This design comes from an exercise in tuning for small area, a short achievable clock period and few clock cycles on the open sky130 flow, not from production work. The RTL was checked by simulation tests, not by an equivalence proof against the original design.

==> zinc <==
==> flow/design.v <==
package ale_pkg;
	localparam logic [3:0] REQ_CLEAR   = 4'd0;
	localparam logic [3:0] REQ_INSERT  = 4'd1;
	localparam logic [3:0] REQ_DELETE  = 4'd2;
	localparam logic [3:0] REQ_LOCATE  = 4'd3;
	localparam logic [3:0] REQ_GET     = 4'd4;
	localparam logic [3:0] REQ_SINSERT = 4'd5;
	localparam logic [3:0] REQ_SORT    = 4'd6;
	localparam logic [3:0] REQ_REVERSE = 4'd7;
	localparam logic [3:0] REQ_DEDUP   = 4'd8;
	localparam logic [1:0] ST_OK       = 2'd0;
	localparam logic [1:0] ST_BADPOS   = 2'd1;
	localparam logic [1:0] ST_FULL     = 2'd2;
	localparam logic [1:0] ST_NOTFOUND = 2'd3;
	typedef struct packed {
		logic        list_empty;
		logic [7:0]  element_count;
		logic [31:0] read_value;
		logic [7:0]  found_position;
		logic [1:0]  status;
	} result_t;
endpackage
module array_list_engine #(
	parameter int LIST_DEPTH = 128
) (
	input  logic        clk,
	input  logic        arst_n,
	input  logic        s_tvalid,
	output logic        s_tready,
	input  logic [47:0] s_tdata,   
	output logic        m_tvalid,
	input  logic        m_tready,
	output logic [55:0] m_tdata    
);
	localparam int AW = (LIST_DEPTH > 1) ? $clog2(LIST_DEPTH) : 1;
	localparam int CW = $clog2(LIST_DEPTH + 1);
	localparam int IW = (CW + 1 > 9) ? CW + 1 : 9;
	localparam logic [3:0] S_IDLE  = 4'd0;
	localparam logic [3:0] S_DEC   = 4'd1;
	localparam logic [3:0] S_RD    = 4'd2;   
	localparam logic [3:0] S_ACT   = 4'd3;   
	localparam logic [3:0] S_WR    = 4'd4;   
	localparam logic [3:0] S_DONE  = 4'd5;
	localparam logic [3:0] S_OUT   = 4'd6;
	logic [3:0]    state_q;
	logic [3:0]    kind_q;
	logic [7:0]    pos_q;
	logic [31:0]   val_q;
	logic [CW-1:0] count_q;
	logic [IW-1:0] i_q, j_q;     
	logic [31:0]   tmp_q;        
	logic [31:0]   a_q;          
	logic          phase_q;
	ale_pkg::result_t res_q;
	logic [1:0]    st_q;
	logic [7:0]    fpos_q;
	logic [31:0]   rval_q;
	logic [31:0] mem [LIST_DEPTH];
	logic [31:0] rd_q;
	logic [AW-1:0] addr;
	logic          we;
	logic [31:0]   wd;
	logic [AW-1:0] raddr;
	always_ff @(posedge clk) begin
		if (we)
			mem[addr] <= wd;
		rd_q <= mem[raddr];
	end
	always_comb begin
		raddr = addr;
		if (state_q == S_ACT && phase_q &&
		    (kind_q == ale_pkg::REQ_SORT || kind_q == ale_pkg::REQ_INSERT ||
		     kind_q == ale_pkg::REQ_SINSERT))
			raddr = AW'(((kind_q == ale_pkg::REQ_SORT) ? j_q : i_q) - 2'd2);
	end
	logic signed [31:0] cmp_a, cmp_b;
	logic cmp_gt, cmp_eq;
	assign cmp_gt = cmp_a > cmp_b;
	assign cmp_eq = cmp_a == cmp_b;
	always_comb begin
		cmp_a = rd_q;
		cmp_b = val_q;
		case (kind_q)
			ale_pkg::REQ_SINSERT: begin
				cmp_a = val_q; cmp_b = rd_q;
			end
			ale_pkg::REQ_SORT, ale_pkg::REQ_DEDUP: cmp_b = tmp_q;
			default: ;
		endcase
	end
	logic [IW-1:0] cnt_x, pos_x;
	assign cnt_x = {{(IW-CW){1'b0}}, count_q};
	assign pos_x = {{(IW-8){1'b0}}, pos_q};
	assign s_tready = (state_q == S_IDLE);
	assign m_tvalid = (state_q == S_OUT);
	assign m_tdata  = {5'd0, res_q};
	always_comb begin
		addr = i_q[AW-1:0];
		we = 1'b0;
		wd = rd_q;
		case (state_q)
			S_RD: begin
				case (kind_q)
					ale_pkg::REQ_INSERT, ale_pkg::REQ_SINSERT: begin
						if (phase_q) addr = AW'(i_q - 1'b1);
					end
					ale_pkg::REQ_REVERSE, ale_pkg::REQ_SORT: begin
						if (phase_q) addr = AW'(j_q - 1'b1);
					end
					default: ;
				endcase
			end
			S_ACT: begin
				case (kind_q)
					ale_pkg::REQ_INSERT, ale_pkg::REQ_SINSERT: begin
						if (phase_q) begin
							we = 1'b1; addr = i_q[AW-1:0];
						end
					end
					ale_pkg::REQ_DELETE: begin
						we = 1'b1; addr = AW'(i_q - 1'b1);
					end
					ale_pkg::REQ_REVERSE: begin
						if (phase_q) begin
							we = 1'b1; addr = i_q[AW-1:0];
						end
					end
					ale_pkg::REQ_DEDUP: begin
						if (phase_q && !cmp_eq) begin
							we = 1'b1; addr = AW'(j_q + 1'b1);
						end
					end
					ale_pkg::REQ_SORT: begin
						if (phase_q && cmp_gt) begin
							we = 1'b1; addr = j_q[AW-1:0];
						end
					end
					default: ;
				endcase
			end
			S_WR: begin
				case (kind_q)
					ale_pkg::REQ_INSERT, ale_pkg::REQ_SINSERT: begin
						we = 1'b1; addr = j_q[AW-1:0]; wd = val_q;
					end
					ale_pkg::REQ_REVERSE: begin
						we = 1'b1; addr = AW'(j_q - 1'b1); wd = a_q;
					end
					ale_pkg::REQ_SORT: begin
						we = 1'b1; addr = j_q[AW-1:0]; wd = tmp_q;
					end
					default: ;
				endcase
			end
			default: ;
		endcase
	end
	always_ff @(posedge clk or negedge arst_n) begin
		if (!arst_n) begin
			state_q <= S_IDLE;
			kind_q  <= '0;
			pos_q   <= '0;
			val_q   <= '0;
			count_q <= '0;
			i_q     <= '0;
			j_q     <= '0;
			tmp_q   <= '0;
			a_q     <= '0;
			phase_q <= 1'b0;
			res_q   <= '0;
			st_q    <= ale_pkg::ST_OK;
			fpos_q  <= '0;
			rval_q  <= '0;
		end else begin
			case (state_q)
				S_IDLE: begin
					if (s_tvalid) begin
						kind_q  <= s_tdata[3:0];
						pos_q   <= s_tdata[11:4];
						val_q   <= s_tdata[43:12];
						st_q    <= ale_pkg::ST_OK;
						fpos_q  <= '0;
						rval_q  <= '0;
						phase_q <= 1'b0;
						state_q <= S_DEC;
					end
				end
				S_DEC: begin
					state_q <= S_DONE;
					case (kind_q)
						ale_pkg::REQ_CLEAR: count_q <= '0;
						ale_pkg::REQ_INSERT: begin
							if (pos_x == '0 || pos_x > cnt_x)
								st_q <= ale_pkg::ST_BADPOS;
							else if (cnt_x >= IW'(LIST_DEPTH))
								st_q <= ale_pkg::ST_FULL;
							else begin
								i_q <= cnt_x; j_q <= pos_x - 1'b1;
								phase_q <= 1'b1; fpos_q <= pos_q; state_q <= S_RD;
							end
						end
						ale_pkg::REQ_SINSERT: begin
							if (cnt_x >= IW'(LIST_DEPTH))
								st_q <= ale_pkg::ST_FULL;
							else begin
								i_q <= '0; phase_q <= 1'b0; state_q <= S_RD;
							end
						end
						ale_pkg::REQ_DELETE, ale_pkg::REQ_GET: begin
							if (pos_x == '0 || pos_x > cnt_x)
								st_q <= ale_pkg::ST_BADPOS;
							else begin
								fpos_q <= pos_q;
								i_q <= (kind_q == ale_pkg::REQ_GET) ? pos_x - 1'b1 : pos_x;
								state_q <= S_RD;
							end
						end
						ale_pkg::REQ_LOCATE: begin
							st_q <= ale_pkg::ST_NOTFOUND;
							i_q <= '0; state_q <= S_RD;
						end
						ale_pkg::REQ_SORT: begin
							i_q <= IW'(1); phase_q <= 1'b0; state_q <= S_RD;
						end
						ale_pkg::REQ_REVERSE: begin
							i_q <= '0; j_q <= cnt_x; phase_q <= 1'b0;
							state_q <= S_RD;
						end
						ale_pkg::REQ_DEDUP: begin
							if (cnt_x > IW'(1)) begin
								i_q <= '0; j_q <= '0; phase_q <= 1'b0;
								state_q <= S_RD;
							end
						end
						default: st_q <= ale_pkg::ST_BADPOS;
					endcase
				end
				S_RD: begin
					state_q <= S_ACT;
					case (kind_q)
						ale_pkg::REQ_INSERT, ale_pkg::REQ_SINSERT: begin
							if (phase_q) begin
								if (i_q == j_q) state_q <= S_WR;   
							end else if (i_q >= cnt_x) begin
								j_q <= i_q; i_q <= cnt_x; phase_q <= 1'b1;
								fpos_q <= 8'(i_q + 1'b1);
								state_q <= S_RD;
							end
						end
						ale_pkg::REQ_DELETE: begin
							if (i_q >= cnt_x) begin
								count_q <= count_q - 1'b1; state_q <= S_DONE;
							end
						end
						ale_pkg::REQ_LOCATE: begin
							if (i_q >= cnt_x) state_q <= S_DONE;
						end
						ale_pkg::REQ_SORT: begin
							if (!phase_q && i_q >= cnt_x) state_q <= S_DONE;
							else if (phase_q && j_q == '0) state_q <= S_WR;
						end
						ale_pkg::REQ_REVERSE: begin
							if (!phase_q && i_q + 1'b1 >= j_q) state_q <= S_DONE;
						end
						ale_pkg::REQ_DEDUP: begin
							if (phase_q && i_q >= cnt_x) begin
								count_q <= CW'(j_q + 1'b1); state_q <= S_DONE;
							end
						end
						default: ;
					endcase
				end
				S_ACT: begin
					state_q <= S_RD;
					case (kind_q)
						ale_pkg::REQ_GET: begin
							rval_q <= rd_q; state_q <= S_DONE;
						end
						ale_pkg::REQ_INSERT, ale_pkg::REQ_SINSERT: begin
							if (phase_q) begin
								i_q <= i_q - 1'b1;
								state_q <= (i_q - 1'b1 == j_q) ? S_WR : S_ACT;
							end
							else if (cmp_gt)
								i_q <= i_q + 1'b1;   
							else begin
								j_q <= i_q; i_q <= cnt_x; phase_q <= 1'b1;
								fpos_q <= 8'(i_q + 1'b1);
							end
						end
						ale_pkg::REQ_DELETE: i_q <= i_q + 1'b1;
						ale_pkg::REQ_LOCATE: begin
							if (cmp_eq) begin
								st_q <= ale_pkg::ST_OK;
								fpos_q <= 8'(i_q + 1'b1);
								state_q <= S_DONE;
							end else
								i_q <= i_q + 1'b1;
						end
						ale_pkg::REQ_REVERSE: begin
							if (!phase_q) begin
								a_q <= rd_q; phase_q <= 1'b1;
							end else
								state_q <= S_WR;
						end
						ale_pkg::REQ_DEDUP: begin
							if (!phase_q) begin
								tmp_q <= rd_q; phase_q <= 1'b1; i_q <= IW'(1);
							end else begin
								if (!cmp_eq) begin
									j_q <= j_q + 1'b1; tmp_q <= rd_q;
								end
								i_q <= i_q + 1'b1;
							end
						end
						ale_pkg::REQ_SORT: begin
							if (!phase_q) begin
								tmp_q <= rd_q; j_q <= i_q; phase_q <= 1'b1;
							end else if (cmp_gt) begin
								j_q <= j_q - 1'b1;
								state_q <= (j_q == IW'(1)) ? S_WR : S_ACT;
							end else
								state_q <= S_WR;
						end
						default: state_q <= S_DONE;
					endcase
				end
				S_WR: begin
					state_q <= S_RD;
					case (kind_q)
						ale_pkg::REQ_INSERT, ale_pkg::REQ_SINSERT: begin
							count_q <= count_q + 1'b1; state_q <= S_DONE;
						end
						ale_pkg::REQ_REVERSE: begin
							i_q <= i_q + 1'b1; j_q <= j_q - 1'b1; phase_q <= 1'b0;
						end
						default: begin
							i_q <= i_q + 1'b1; phase_q <= 1'b0;
						end
					endcase
				end
				S_DONE: begin
					res_q.status         <= st_q;
					res_q.found_position <= fpos_q;
					res_q.read_value     <= rval_q;
					res_q.element_count  <= 8'(count_q);
					res_q.list_empty     <= (count_q == '0);
					state_q <= S_OUT;
				end
				S_OUT: if (m_tready) state_q <= S_IDLE;
				default: state_q <= S_IDLE;
			endcase
		end
	end
endmodule
==> flow/run.sh <==
#!/bin/bash
# synth_recipe.tcl (not shown) runs the flow's synth.tcl, then flattens the netlist and writes it again
# the make line also repeats each setting of config.mk as NAME=value (left out here)
make -C /OpenROAD-flow-scripts/flow DESIGN_CONFIG=/design/flow/config.mk WORK_HOME=/design/flow/orfs CLKGATE_MAP_FILE= SYNTH_SCRIPT=/design/flow/synth_recipe.tcl finish
==> flow/config.mk <==
export PLATFORM = sky130hd
export DESIGN_NAME = array_list_engine
export DESIGN_NICKNAME = array_list_engine
export VERILOG_FILES = /design/flow/design.v
export SDC_FILE = /design/flow/constraint.sdc
export NUM_CORES = 4
export LEC_CHECK = 0
export CAP_MARGIN = 20
export CORE_MARGIN = 2
export CORE_UTILIZATION = 30
export PLACE_DENSITY = 0.45
export SLEW_MARGIN = 20
==> flow/constraint.sdc <==
create_clock -name core_clock -period 10.0 [get_ports {clk}]
set_input_delay 2.0000 -clock core_clock [delete_from_list [all_inputs] [get_ports {clk}]]
set_output_delay 2.0000 -clock core_clock [all_outputs]
set_load 0.01 [all_outputs]
==> sierra: changes against zinc <==
--- a/flow/design.v
+++ b/flow/design.v
@@ -62,3 +62,2 @@
 	logic [31:0]   wd;
-	logic [AW-1:0] raddr;
 	always_ff @(posedge clk) begin
@@ -66,10 +65,3 @@
 			mem[addr] <= wd;
-		rd_q <= mem[raddr];
-	end
-	always_comb begin
-		raddr = addr;
-		if (state_q == S_ACT && phase_q &&
-		    (kind_q == ale_pkg::REQ_SORT || kind_q == ale_pkg::REQ_INSERT ||
-		     kind_q == ale_pkg::REQ_SINSERT))
-			raddr = AW'(((kind_q == ale_pkg::REQ_SORT) ? j_q : i_q) - 2'd2);
+		rd_q <= mem[addr];
 	end
@@ -279,6 +271,4 @@
 						ale_pkg::REQ_INSERT, ale_pkg::REQ_SINSERT: begin
-							if (phase_q) begin
+							if (phase_q)
 								i_q <= i_q - 1'b1;
-								state_q <= (i_q - 1'b1 == j_q) ? S_WR : S_ACT;
-							end
 							else if (cmp_gt)
@@ -318,6 +308,5 @@
 								tmp_q <= rd_q; j_q <= i_q; phase_q <= 1'b1;
-							end else if (cmp_gt) begin
+							end else if (cmp_gt)
 								j_q <= j_q - 1'b1;
-								state_q <= (j_q == IW'(1)) ? S_WR : S_ACT;
-							end else
+							else
 								state_q <= S_WR;
==> juniper: changes against zinc <==
--- a/flow/design.v
+++ b/flow/design.v
@@ -74,2 +74,15 @@
 			raddr = AW'(((kind_q == ale_pkg::REQ_SORT) ? j_q : i_q) - 2'd2);
+		else if (state_q == S_ACT && kind_q == ale_pkg::REQ_REVERSE && !phase_q)
+			raddr = AW'(j_q - 1'b1);     
+		else if (state_q == S_WR && kind_q == ale_pkg::REQ_REVERSE)
+			raddr = AW'(i_q + 1'b1);     
+		else if (state_q == S_ACT && kind_q == ale_pkg::REQ_DEDUP)
+			raddr = AW'(i_q + 1'b1);     
+		else if (state_q == S_ACT && kind_q == ale_pkg::REQ_SORT && !phase_q)
+			raddr = AW'(i_q - 1'b1);     
+		else if (state_q == S_WR && kind_q == ale_pkg::REQ_SORT)
+			raddr = AW'(i_q + 1'b1);     
+		else if (state_q == S_ACT && ((kind_q == ale_pkg::REQ_SINSERT && !phase_q) ||
+		         kind_q == ale_pkg::REQ_DELETE || kind_q == ale_pkg::REQ_LOCATE))
+			raddr = AW'(i_q + 1'b1);
 	end
@@ -93,3 +106,3 @@
 	assign pos_x = {{(IW-8){1'b0}}, pos_q};
-	assign s_tready = (state_q == S_IDLE);
+	assign s_tready = (state_q == S_IDLE) || (state_q == S_OUT && m_tready);
 	assign m_tvalid = (state_q == S_OUT);
@@ -283,5 +296,11 @@
 							end
-							else if (cmp_gt)
-								i_q <= i_q + 1'b1;   
-							else begin
+							else if (cmp_gt) begin
+								if (i_q + 1'b1 >= cnt_x) begin
+									j_q <= i_q + 1'b1; i_q <= cnt_x; phase_q <= 1'b1;
+									fpos_q <= 8'(i_q + 2'd2);
+								end else begin
+									i_q <= i_q + 1'b1;
+									state_q <= S_ACT;
+								end
+							end else begin
 								j_q <= i_q; i_q <= cnt_x; phase_q <= 1'b1;
@@ -290,3 +309,9 @@
 						end
-						ale_pkg::REQ_DELETE: i_q <= i_q + 1'b1;
+						ale_pkg::REQ_DELETE: begin
+							i_q <= i_q + 1'b1;
+							if (i_q + 1'b1 >= cnt_x) begin
+								count_q <= count_q - 1'b1; state_q <= S_DONE;
+							end else
+								state_q <= S_ACT;
+						end
 						ale_pkg::REQ_LOCATE: begin
@@ -296,4 +321,6 @@
 								state_q <= S_DONE;
-							end else
+							end else begin
 								i_q <= i_q + 1'b1;
+								state_q <= (i_q + 1'b1 >= cnt_x) ? S_DONE : S_ACT;
+							end
 						end
@@ -302,2 +329,3 @@
 								a_q <= rd_q; phase_q <= 1'b1;
+								state_q <= S_ACT;
 							end else
@@ -306,2 +334,3 @@
 						ale_pkg::REQ_DEDUP: begin
+							state_q <= S_ACT;
 							if (!phase_q) begin
@@ -313,2 +342,6 @@
 								i_q <= i_q + 1'b1;
+								if (i_q + 1'b1 >= cnt_x) begin
+									count_q <= CW'(j_q + (cmp_eq ? 1'b1 : 2'd2));
+									state_q <= S_DONE;
+								end
 							end
@@ -318,2 +351,3 @@
 								tmp_q <= rd_q; j_q <= i_q; phase_q <= 1'b1;
+								state_q <= S_ACT;
 							end else if (cmp_gt) begin
@@ -335,2 +369,3 @@
 							i_q <= i_q + 1'b1; j_q <= j_q - 1'b1; phase_q <= 1'b0;
+							state_q <= (i_q + 2'd3 >= j_q) ? S_DONE : S_ACT;
 						end
@@ -338,2 +373,3 @@
 							i_q <= i_q + 1'b1; phase_q <= 1'b0;
+							state_q <= (i_q + 1'b1 >= cnt_x) ? S_DONE : S_ACT;
 						end
@@ -349,3 +385,17 @@
 				end
-				S_OUT: if (m_tready) state_q <= S_IDLE;
+				S_OUT: begin
+					if (m_tready) begin
+						if (s_tvalid) begin
+							kind_q  <= s_tdata[3:0];
+							pos_q   <= s_tdata[11:4];
+							val_q   <= s_tdata[43:12];
+							st_q    <= ale_pkg::ST_OK;
+							fpos_q  <= '0;
+							rval_q  <= '0;
+							phase_q <= 1'b0;
+							state_q <= S_DEC;
+						end else
+							state_q <= S_IDLE;
+					end
+				end
 				default: state_q <= S_IDLE;
==> impl_metrics.toml <==
[timing]
fin_ws_ps = 1230
slew-limit-headroom_pct = 15.9
fin_hold_ws_ps = 474

[global_routing]
grtUsageMet1_pct = 32.2
grt_pass1_vias = 115000
met3_usage_pct = 3.57

[floorplanning]
die_w_um = 782
fp-row-count = 285

[outcome]
status = "complete, no violations"

[drt]
via_per_inst = 5.40
vias = 123000

[critical_path]
critPathMaxStageDelay_ps = 800
cp_cell_sequence = "nand2b_1 -> nor2_4 -> buf_4 -> mux2_2 -> ha_1 -> nand2_1 -> nor3_2 -> a22oi_1 -> a311o_1 -> nand4_1 -> o311ai_1 -> and3_1 -> a21oi_4 -> buf_12 -> buf_12 -> a31oi_1 -> a221oi_1 -> nor4_1 -> buf_4 -> o311ai_2 -> o211ai_1 -> buf_4"
slowest_stage = "a21oi_4"

[synth]
synthTopCellsByArea = "edfxtp_1 (68%), nand2_1 (7.2%), nand3_1 (3.9%)"
synth-simple-area-share_pct = 13.7
synth_area_per_cell_um2 = 13.0

[final_layout]
area.sequential_um2 = 129000
n_all_inverters = 80
# the run above: juniper

==> impl_metrics.toml <==
[critical_path]
slowest_stage = "a221oi_1"
critPathMaxStageDelay_ps = 920
cp_cell_sequence = "buf_4 -> nor3b_2 -> buf_4 -> nand2_1 -> buf_4 -> nand2_1 -> nand2_1 -> ha_1 -> nand4_2 -> nor4_4 -> a211oi_2 -> mux2i_1 -> nor4_2 -> o31a_2 -> buf_4 -> nor2_4 -> buf_12 -> a221oi_1 -> o211ai_1 -> a221oi_1 -> a21oi_1 -> or4_1"

[synth]
synthTopCellsByArea = "edfxtp_1 (70%), nand2_1 (4.1%), mux2i_1 (3.5%)"
synth-simple-area-share_pct = 7.82
synth_area_per_cell_um2 = 14.5

[final_layout]
area.sequential_um2 = 129000

[timing]
fin_ws_ps = 930

[global_routing]
met3_usage_pct = 3.23

[outcome]
status = "complete, no violations"
# the run above: sierra

==> impl_metrics.toml <==
[final_layout]
area.sequential_um2 = 129000
n_all_inverters = 37

[global_routing]
grtUsageMet1_pct = 29.7
grt_pass1_vias = 109000

[outcome]
status = "complete, no violations"

[timing]
slew-limit-headroom_pct = 11.8
fin_hold_ws_ps = 475
fin_ws_ps = 1300

[synth]
synth_area_per_cell_um2 = 13.5
synthTopCellsByArea = "edfxtp_1 (69%), nand2_1 (6.3%), dfrtp_1 (3.2%)"
synth-simple-area-share_pct = 11.7

[drt]
vias = 116000
via_per_inst = 5.34

[critical_path]
slowest_stage = "o21ai_0"
cp_cell_sequence = "buf_4 -> nand2b_1 -> nor2_4 -> buf_12 -> mux2_2 -> ha_1 -> and4_1 -> nand4_1 -> o31ai_4 -> nand3_1 -> a2bb2oi_1 -> a21bo_4 -> nand2_4 -> buf_12 -> buf_4 -> buf_12 -> nand2_1 -> a31oi_1 -> buf_4 -> o21ai_0 -> mux2i_1 -> o211ai_1 -> nand4_1 -> buf_4"
critPathMaxStageDelay_ps = 830

[floorplanning]
fp-row-count = 282
# the run above: zinc

Testbench counts of zinc, summed over its fixed seeds: cycles 238,554.
Testbench counts of sierra, summed over its fixed seeds: cycles 328,504.
Testbench counts of juniper, summed over its fixed seeds: cycles 179,436.

what the ideal ports hide:
The results above use ideal ports. As a check the final layouts listed here were re-extracted and re-timed, cells and wires unchanged. Step 1: set_driving_cell puts a clkbuf_16 on clk and a buf_2 on each other input, an assumption about the parent block. Step 2, shift: input delay + t, output delay - t, t = (earliest + latest rising clock arrival at the registers) / 2. This alone moves slack from input paths to output paths. a / b / c = ideal ports / drivers / drivers and shift; a / b = the first two.
run	t, ns	setup WS [ns]	slew at the worst register clock pin (ns)	worst data-port slew with drivers (ns)
zinc	1.155	1.301 / 1.301 / 1.301	0.08 / 0.08	0.05
sierra	1.139	0.930 / 0.930 / 0.930	0.07 / 0.07	0.07
juniper	1.147	1.229 / 1.229 / 1.229	0.07 / 0.07	0.05
After both steps every run listed still meets setup and hold.
